This design comes from an exercise in tuning for small area on the open sky130 flow, not from production work.
RTL that was checked went through simulation tests only; none was proved equivalent to the original.

Setup of JK:
==> module thumb_core, before the edit <==
module thumb_core (
	input  logic        clk,
	input  logic        rst,
	output logic [31:0] prog_addr,
	input  logic [31:0] prog_data,
	output logic [31:0] mem_addr,
	output logic [31:0] mem_wdata,
	output logic [1:0]  mem_size,
	output logic        mem_we,
	input  logic [31:0] mem_rdata
);
	logic [4:0]  ph;
	logic        rot2;
	logic [31:1] pc;
	logic        c;
	logic        mb;
	logic [31:1] mar;
	logic        a31;
	logic [31:0] p;
	logic [31:0] r0, r1, r2, r3, r4, r5, r6, r7;
	logic [15:0] ins;
	assign ins = pc[1] ? prog_data[31:16] : prog_data[15:0];
	logic [2:0] ra, rb, rd;
	logic [1:0] msize;
	logic d_shift, d_load, d_store, d_mem, d_as3, d_i8, dp_mul, lsl, shr, asr;
	logic tworot, we1, sub, inva, a_zero, use_imm, b_zero, lg_and, lg_or, arith;
	tc_dec u_dec (
		.ins(ins), .ra(ra), .rb(rb), .rd(rd), .msize(msize),
		.d_shift(d_shift), .d_load(d_load), .d_store(d_store), .d_mem(d_mem),
		.d_as3(d_as3), .d_i8(d_i8), .dp_mul(dp_mul), .lsl(lsl), .shr(shr), .asr(asr),
		.tworot(tworot), .we1(we1), .sub(sub), .inva(inva), .a_zero(a_zero),
		.use_imm(use_imm), .b_zero(b_zero), .lg_and(lg_and), .lg_or(lg_or), .arith(arith)
	);
	logic [7:0] bit0, bit1;
	assign bit0 = {r7[0], r6[0], r5[0], r4[0], r3[0], r2[0], r1[0], r0[0]};
	assign bit1 = {r7[1], r6[1], r5[1], r4[1], r3[1], r2[1], r1[1], r0[1]};
	logic a_bit, b_bit, b_next;
	tc_mux8 u_rda (.v(bit0), .i(ra), .o(a_bit));
	tc_mux8 u_rdb (.v(bit0), .i(rb), .o(b_bit));
	tc_mux8 u_rdn (.v(bit1), .i(rb), .o(b_next));
	logic imm_bit;
	tc_imm u_imm (
		.ins(ins), .ph(ph), .d_mem(d_mem), .d_as3(d_as3), .d_i8(d_i8),
		.imm_bit(imm_bit)
	);
	logic ph0, ph31;
	assign ph0  = (ph == 5'd0);
	assign ph31 = (ph == 5'd31);
	logic aa, bb, cin, s_sum, s_cout, alu_out;
	assign aa      = (a_bit ^ inva) && !a_zero;
	assign bb      = (use_imm ? imm_bit : (!b_zero && b_bit)) ^ sub;
	assign cin     = ph0 ? sub : c;
	assign s_sum   = aa ^ bb ^ cin;
	assign s_cout  = (aa & bb) | (aa & cin) | (bb & cin);
	assign alu_out = lg_and ? s_cout : (lg_or ? (s_sum | s_cout) : s_sum);
	logic [31:0] maddr, psum;
	assign maddr = {a31, mar};
	tc_padd u_padd (.p(p), .maddr(maddr), .mb(mb), .psum(psum));
	logic [4:0] lidx;
	logic       sh_bit, ld_raw, ld_bit, w2_bit;
	logic       ld_ok;
	tc_lidx u_lidx (.ph(ph), .a(maddr[1:0]), .msize(msize), .lidx(lidx), .ok(ld_ok));
	tc_mux32 u_shtap (.v(p), .i(ins[10:6]), .o(sh_bit));
	tc_mux32 u_ldtap (.v(mem_rdata), .i(lidx), .o(ld_raw));
	assign ld_bit = ld_raw && ld_ok;
	assign w2_bit = d_load ? ld_bit : (shr ? sh_bit : psum[0]);
	logic       wbit;
	logic [7:0] wsel;
	assign wbit = rot2 ? w2_bit : alu_out;
	tc_wdec u_wdec (.we(rot2 || we1), .rd(rd), .wsel(wsel));
	always_ff @(posedge clk) begin
		r0 <= {wsel[0] ? wbit : r0[0], r0[31:1]};
		r1 <= {wsel[1] ? wbit : r1[0], r1[31:1]};
		r2 <= {wsel[2] ? wbit : r2[0], r2[31:1]};
		r3 <= {wsel[3] ? wbit : r3[0], r3[31:1]};
		r4 <= {wsel[4] ? wbit : r4[0], r4[31:1]};
		r5 <= {wsel[5] ? wbit : r5[0], r5[31:1]};
		r6 <= {wsel[6] ? wbit : r6[0], r6[31:1]};
		r7 <= {wsel[7] ? wbit : r7[0], r7[31:1]};
	end
	logic last, rot2_next;
	logic [4:0] ph_inc;
	assign ph_inc    = ph + 5'd1;
	assign last      = ph31 && (rot2 || !tworot);
	assign rot2_next = ph31 ? (!rot2 && tworot) : rot2;
	logic [31:1] pc_inc;
	tc_pcinc u_pcinc (.pc(pc), .last(last), .pc_inc(pc_inc));
	always_ff @(posedge clk) begin
		if (rst) begin
			ph   <= 5'd0;
			rot2 <= 1'b0;
			pc   <= '0;
		end else begin
			ph   <= ph_inc;
			rot2 <= rot2_next;
			pc   <= pc_inc;
		end
	end
	logic st_cyc;
	assign st_cyc = !rot2 && ph31;
	always_ff @(posedge clk) begin
		c  <= s_cout && arith;
		mb <= rot2_next && (dp_mul ? b_next : (lsl && (ph_inc == ins[10:6])));
		if (!rot2 && !ph31) mar <= {alu_out, mar[31:2]};
		if (st_cyc) a31 <= alu_out;
		p  <= {rot2 ? (asr && p[31]) : ((d_store && b_bit) || (shr && a_bit)), psum[31:1]};
	end
	assign prog_addr = {pc[31:2], 2'b00};  
	assign mem_addr  = {st_cyc ? alu_out : a31, mar};
	assign mem_wdata = {b_bit, p[31:1]};
	assign mem_size  = msize;
	assign mem_we    = st_cyc && d_store;
endmodule
==> flow/config.mk <==
export PLATFORM = sky130hd
export DESIGN_NAME = thumb_core
export DESIGN_NICKNAME = thumb_core
export VERILOG_FILES = /design/flow/design.v
export SDC_FILE = /design/flow/constraint.sdc
export NUM_CORES = 4
export LEC_CHECK = 0
export CAP_MARGIN = 20
export CORE_MARGIN = 2
export CORE_UTILIZATION = 65
export CTS_BUF_LIST = sky130_fd_sc_hd__clkbuf_8
export CTS_CLUSTER_DIAMETER = 60
export CTS_CLUSTER_SIZE = 16
export PLACE_DENSITY = 0.75
export SLEW_MARGIN = 20
export SYNTH_HIERARCHICAL = 1
==> flow/constraint.sdc <==
create_clock -name core_clock -period 12.0 [get_ports {clk}]
set_input_delay 2.4000 -clock core_clock [delete_from_list [all_inputs] [get_ports {clk}]]
set_output_delay 2.4000 -clock core_clock [all_outputs]
set_load 0.01 [all_outputs]
standard.sh (not shown) runs the stock make flow with config.mk's settings and CLKGATE_MAP_FILE= SYNTH_SCRIPT=/design/flow/synth_recipe.tcl, a recipe that flattens the netlist after the stock synthesis.
==> flow/flow/run.sh <==
#!/bin/bash
# Standard ORFS layout; only the port buffers use the smallest buffer cell.
set -euo pipefail
export BUFFER_PORTS_ARGS="-buffer_cell sky130_fd_sc_hd__buf_1"
bash standard.sh > standard_flow.log 2>&1
#### Input delta (MS over JK)
--- a/flow/design.v
+++ b/flow/design.v
@@ -149,11 +149,11 @@
 	assign ph_inc    = ph + 5'd1;
 	assign last      = ph31 && (rot2 || !tworot);
 	assign rot2_next = ph31 ? (!rot2 && tworot) : rot2;
 	logic [31:1] pc_inc;
 	tc_pcinc u_pcinc (.pc(pc), .last(last), .pc_inc(pc_inc));
-	always_ff @(posedge clk) begin
+	always_ff @(posedge clk or posedge rst) begin
 		if (rst) begin
 			ph   <= 5'd0;
 			rot2 <= 1'b0;
 			pc   <= '0;
 		end else begin
Findings:
Compared with JK, in MS effective utilization at floorplan comparable, area added between synthesis and finish barely changed. Looking at JK and MS, the die extent in y is a wash. From JK to MS the numbers moved as follows: average size of a mapped cell up 5.2%, portion of the layout cell area used by clock cells flat.
Function not checked in MS: the RTL went through the layout flow alone.

-- re-timing with driven ports --
In the flow no input, the clock included, has a driving cell. The finished layouts below were timed again as built, in two steps. Step 1 assumes that a clkbuf_16 drives the clock port and a buf_2 every other input. Step 2, shift: input delay + t, output delay - t, t = (earliest + latest rising clock arrival at the registers) / 2. This alone moves slack from input paths to output paths. Slacks: ideal ports / drivers / drivers and shift; pairs: ideal ports / drivers.
| run | t, ns | setup slack, ns | latest minus earliest clock arrival (ns) |
|---|---|---|---|
| JK | 0.587 | 0.300 / 0.300 / 0.300 | 0.023 / 0.024 |
| MS | 0.588 | 0.109 / 0.109 / 0.109 | 0.028 / 0.028 |
After both steps every run listed still meets setup and hold.
